Source: an optimization exercise on an open RTL-to-GDS flow (aim: small area, a short achievable clock period and few clock cycles). Production flows keep margins and buffers that such runs may drop. Where RTL was checked, it was by simulation tests only, not by an equivalence proof against the original. Power figures rest on the tool's default switching activity, not on a simulated workload.

Design chip8_cpu, start of the top module:
module chip8_cpu #(
  parameter int TICK_DIV = 64,
  parameter int STACK_DEPTH = 16
) (
  input wire clk,
  input wire reset,
  input wire mem_req_ready,
  input wire mem_rsp_valid,
  input wire chip8_bus_pkg::data_t mem_rdata,
  output logic mem_req_valid,
  output logic mem_req_write,
  output chip8_bus_pkg::addr_t mem_addr,
  output chip8_bus_pkg::data_t mem_wdata
);
Size: about 2500 cells after synthesis, ~34 I/O pins, roughly 24000 um2 of cells after synthesis.
Settings: LEC_CHECK=0, ABC_AREA=1, ABC_CLOCK_PERIOD_IN_PS=3000, CAP_MARGIN=20, CORE_MARGIN=2, CORE_UTILIZATION=40, SETUP_SLACK_MARGIN=5, SLEW_MARGIN=20; clock period 10.0 ns.
standard.sh (not shown) runs the stock make flow with config.mk's settings and CLKGATE_MAP_FILE= SYNTH_SCRIPT=/design/flow/synth_recipe.tcl, a recipe that flattens the netlist after the stock synthesis.
==> flow/flow/run.sh <==
#!/bin/bash
# the standard layout, with its timing repair aiming for a larger setup margin,
# plain buffers on the ports and cell sizing not held to the same footprint
set -euo pipefail
bash standard.sh SETUP_SLACK_MARGIN=6.5 MATCH_CELL_FOOTPRINT=0 "BUFFER_PORTS_ARGS=-buffer_cell sky130_fd_sc_hd__buf_4" finish > standard.log 2>&1
==> next run, changes <==
--- a/flow/design.v
+++ b/flow/design.v
@@ -292,12 +292,13 @@
   logic ir_v;            
   chip8_bus_pkg::data_t opx;
   chip8_bus_pkg::data_t opy;
   chip8_isa_pkg::reg_idx_t xidx;
   chip8_bus_pkg::addr_t i_reg;
   logic m_iss;           
+  logic st_q;            
   logic [1:0] m_kind;
   logic [3:0] mcnt;      
   logic [3:0] mlast;
   logic l_act;           
   logic l_pend;          
   logic kept;            
@@ -358,13 +359,13 @@
     else if (r_jc) tgt = {hi_q[3:0], mem_rdata};
     else tgt = bnnn_tgt;
   end
   assign push_addr = npc_inc;
   assign stack_push = lo_ok & hi_call;
   assign stack_pop = r_ret;
-  assign rd_x_idx = (m_iss && m_kind == MK_STORE) ? mcnt : xidx;
+  assign rd_x_idx = st_q ? mcnt : xidx;
   assign rd_y_idx = mem_rdata[7:4];
   assign timer_load_value = opx;
   assign timer_load = ir_v & (op == chip8_isa_pkg::OP_MISC) & (lo_q == chip8_isa_pkg::MISC_SET_DT);
   assign flag_wr_en = ir_v & e_flag_en;
   assign flag_data = e_flag;
   always_comb begin
@@ -453,12 +454,13 @@
       npc <= chip8_bus_pkg::PROGRAM_START;
       half <= 1'b0;
       squash <= 1'b0;
       ir_v <= 1'b0;
       i_reg <= '0;
       m_iss <= 1'b0;
+      st_q <= 1'b0;
       m_first <= 1'b0;
       m_kind <= '0;
       mcnt <= '0;
       l_act <= 1'b0;
     end else begin
       ocnt <= ocnt_a;
@@ -494,21 +496,24 @@
       else if (f_go) use_npc <= 1'b0;
       if (r_mop) begin
         m_kind <= s_kind;
         m_first <= ~slot_free;
         if (s_go) begin
           m_iss <= (s_last != 4'd0);
+          st_q <= lo_store & (s_last != 4'd0);
           mcnt <= 4'd1;
         end else begin
           m_iss <= 1'b1;
+          st_q <= lo_store;
           mcnt <= 4'd0;
         end
       end else begin
         if (slot_free) m_first <= 1'b0;
         if (c_go) begin
           m_iss <= (mcnt != mlast);
+          st_q <= st_q & (mcnt != mlast);
           mcnt <= mcnt + 4'd1;
         end
       end
     end
   end
 endmodule
Outcome: Worst setup slack is better by 0.030 ns; utilization fell by 1.1 points; via count fell by 2.5%; final cell count stays flat; wire length decreases by 4.4%; clock skew is about the same; final area shrinks by 0.86%; critical path depth went down by 1; synthesized cell count went up by 0.44%; first-iteration DRC count went down by 0.56%; clock power falls by about 2%; power goes down by 12%.
Testbench counts after the change, summed over its fixed seeds: cycles 560,864.
No functional check of the RTL was part of the first run of this note.

* * *

== JK ==
Another version of the RTL of chip8_cpu (not shown whole).
For scale: ~34 I/O pins, ~25,000 um2 of cells after synthesis.
clock: 10.0 ns
lec_check: 0
abc_clock_period_in_ps: 3000
cap_margin: 20
core_margin: 2
core_utilization: 40
setup_slack_margin: 5
slew_margin: 20
==> flow/flow/run.sh <==
#!/bin/bash
# the standard layout, with its timing repair aiming for a larger setup margin
set -euo pipefail
bash standard.sh SETUP_SLACK_MARGIN=6.5 finish > standard.log 2>&1
The following lists how MS was set up differently from JK:
--- a/flow/design.v
+++ b/flow/design.v
@@ -291,22 +291,24 @@
   chip8_bus_pkg::data_t lo_q;
   logic ir_v;            
   chip8_bus_pkg::data_t opx;
   chip8_bus_pkg::data_t opy;
   chip8_isa_pkg::reg_idx_t xidx;
   chip8_bus_pkg::addr_t i_reg;
   logic m_iss;           
   logic [1:0] m_kind;
   logic [3:0] mcnt;      
   logic [3:0] mlast;
   logic l_act;           
+  logic l_pend;          
+  logic kept;            
   logic [3:0] lidx;
   logic inv_a, inv_b, use_kk;    
   logic [3:0] op;
   assign op = hi_q[7:4];
   chip8_bus_pkg::data_t e_data;
   logic e_wr, e_flag, e_flag_en, e_skip;
   chip8_alu chip8_alu_inst (
     .op, .kk(lo_q), .a(opx), .b(opy), .inv_a, .inv_b, .use_kk, .timer(timer_value),
     .result(e_data), .wr(e_wr), .flag(e_flag), .flag_en(e_flag_en), .skip(e_skip)
   );
   logic dzero, en_ib, en_hi, en_lo, en_lo_ok, en_ld;
@@ -385,27 +387,34 @@
   assign u_dig = 4'(opx % 8'd10);
   assign bcd_d = mcnt[1] ? 8'(u_dig) : (mcnt[0] ? 8'(t_dig) : 8'(h_dig));
   logic m_first;         
   logic s_go, c_go, f_go;
   logic [1:0] s_kind;
   logic [3:0] s_last;
   assign s_kind = lo_store ? MK_STORE : (lo_bcd ? MK_BCD : MK_LOAD);
   assign s_last = lo_bcd ? 4'd2 : hi_q[3:0];
   assign s_go = slot_free & (~lo_load | room);
   assign c_go = slot_free & m_iss & ((m_kind != MK_LOAD) | room);
   assign f_go = slot_free & ~m_iss & ~r_mop & room;
+  logic keep;
+  chip8_bus_pkg::addr_t wr_off;
+  logic wr_near;
+  assign wr_off = npc_inc - i_reg;
+  assign wr_near = (wr_off[11:4] == 8'd0) &
+                   ((wr_off[3:0] <= hi_q[3:0]) | (wr_off[3:0] <= 4'd2));
+  assign keep = (ocnt_a == 2'd1) & ~stalled_rd & ~wr_near;
   assign a_seq = rq_v ? rq_a + 12'd1 : rq_a;
   always_comb begin
     if (m_iss) a_base = m_first ? i_reg : a_seq;
     else if (e_redir) a_base = bnnn_tgt;
-    else if (use_npc) a_base = npc;
+    else if (use_npc) a_base = kept ? npc_inc : npc;
     else a_base = a_seq;
   end
   always_comb begin
     if (r_ret) a_free = stack_top;
     else if (r_jc) a_free = {hi_q[3:0], mem_rdata};
     else if (r_mop) a_free = i_reg;
     else a_free = a_base;
   end
   assign mem_req_valid = rq_v;
   assign mem_req_write = rq_w;
   assign mem_addr = rq_a;
@@ -417,65 +426,77 @@
       rq_d <= r_mop ? (lo_bcd ? 8'(h_dig) : v0_data) : ((m_kind == MK_BCD) ? bcd_d : rd_x_data);
     end
     if (hi_b) begin
       hi_q <= mem_rdata;
       hi_jp <= (mem_rdata[7:4] == chip8_isa_pkg::OP_JP);
       hi_call <= (mem_rdata[7:4] == chip8_isa_pkg::OP_CALL);
       hi_00 <= (mem_rdata == 8'h00);
       hi_f <= (mem_rdata[7:4] == chip8_isa_pkg::OP_MISC);
       xidx <= mem_rdata[3:0];
     end
     lo_q <= mem_rdata;
-    opx <= rd_x_data;
+    if (!(m_iss && m_kind == MK_BCD)) opx <= rd_x_data;
     opy <= rd_y_data;
     if (r_mop) mlast <= s_last;
     inv_a <= (op == chip8_isa_pkg::OP_ALU) && (mem_rdata[3:0] == 4'h7);
     inv_b <= (op == chip8_isa_pkg::OP_ALU) && (mem_rdata[3:0] == 4'h5);
     use_kk <= (op == chip8_isa_pkg::OP_ADD_IMM);
     if (!l_act) lidx <= '0;
     else if (ld_rsp) lidx <= lidx + 4'd1;
   end
   always_ff @(posedge clk or posedge reset) begin
     if (reset) begin
       rq_v <= 1'b0;
       ocnt <= '0;
       dcnt <= '0;
+      kept <= 1'b0;
+      l_pend <= 1'b0;
       use_npc <= 1'b1;
       npc <= chip8_bus_pkg::PROGRAM_START;
       half <= 1'b0;
       squash <= 1'b0;
       ir_v <= 1'b0;
       i_reg <= '0;
       m_iss <= 1'b0;
       m_first <= 1'b0;
       m_kind <= '0;
       mcnt <= '0;
       l_act <= 1'b0;
     end else begin
       ocnt <= ocnt_a;
       if (redirect) npc <= tgt;
       else if (ib) npc <= npc_inc;
-      if (redirect || r_mop) dcnt <= ocnt_a + {1'b0, stalled_rd};
+      if (redirect || (r_mop && !keep)) dcnt <= ocnt_a + {1'b0, stalled_rd};
+      else if (r_mop) dcnt <= 2'd0;
       else if (rsp && !dzero) dcnt <= dcnt - 2'd1;
+      if (r_mop) kept <= keep;
+      else if (rsp && dzero) kept <= 1'b0;
       if (redirect) half <= 1'b0;
       else if (ib) half <= ~half;
       ir_v <= lo_ok & ~r_redir & ~r_mop;
       if (lo_b) squash <= 1'b0;
       else if (ir_v && e_skip) squash <= 1'b1;
       if (ir_v) begin
         if (op == chip8_isa_pkg::OP_LD_I) i_reg <= {hi_q[3:0], lo_q};
         else if (op == chip8_isa_pkg::OP_MISC && lo_q == chip8_isa_pkg::MISC_ADD_I)
           i_reg <= i_reg + chip8_bus_pkg::addr_t'(opx);
       end
-      if (r_mop) l_act <= lo_load;
-      else if (ld_rsp && lidx == mlast) l_act <= 1'b0;
+      if (r_mop) begin
+        l_act <= lo_load & ~keep;
+        l_pend <= lo_load & keep;
+      end else if (rsp && dzero && kept) begin
+        l_act <= l_pend;
+        l_pend <= 1'b0;
+      end else if (ld_rsp && lidx == mlast) begin
+        l_act <= 1'b0;
+      end
       if (slot_free) rq_v <= r_mop ? s_go : (m_iss ? c_go : room);
       if (r_mop) use_npc <= 1'b1;
       else if (redirect) use_npc <= ~slot_free;
       else if (f_go) use_npc <= 1'b0;
       if (r_mop) begin
         m_kind <= s_kind;
         m_first <= ~slot_free;
         if (s_go) begin
           m_iss <= (s_last != 4'd0);
           mcnt <= 4'd1;
         end else begin
==> comparison <==
Taking JK as the reference, in MS number of gates on the worst path with buffers counted -3; count of non-CTS buffers in the layout -7.8%; quantity of hold-fixing buffers added after cts flat; fraction of final layout cells sized beyond drive strength 1 flat.
The final reports for MS and JK show adder-cell area share of the yosys netlist higher in the former.
Testbench counts of MS, summed over its fixed seeds: cycles 560,435.
The RTL of JK was laid out without a check of its function.

[re-timing with driven ports]
Ports are ideal in the flow. The routed layouts listed here were re-timed in OpenROAD.
Step 1 (the two cells are an assumption about what drives the block):
set clk [get_ports {clk}]
set_driving_cell -lib_cell sky130_fd_sc_hd__clkbuf_16 $clk
set_driving_cell -lib_cell sky130_fd_sc_hd__buf_2 [delete_from_list [all_inputs] $clk]
Step 2 moves the port delays by t, midway between the first and last clock arrival at a register: inputs arrive t later, outputs are due t later. That takes back most of the time a late clock gives input paths.
Three values: ideal, step 1, step 2; two values: the first two.
run | t (ns) | setup slack, ns | worst setup path at the end
the first run of note 1 | 0.669 | 6.450 / 6.455 / 5.814 | input to register
the second run of note 1 | 0.670 | 6.479 / 6.475 / 5.843 | input to register
JK | 0.666 | 6.342 / 6.345 / 5.679 | input to register
MS | 0.675 | 6.457 / 6.487 / 5.812 | input to register
After both steps setup and hold are still met in every run listed. For JK, which loses most, drivers alone change the setup slack by +0.003 ns; drivers and shift together by -0.663 ns.
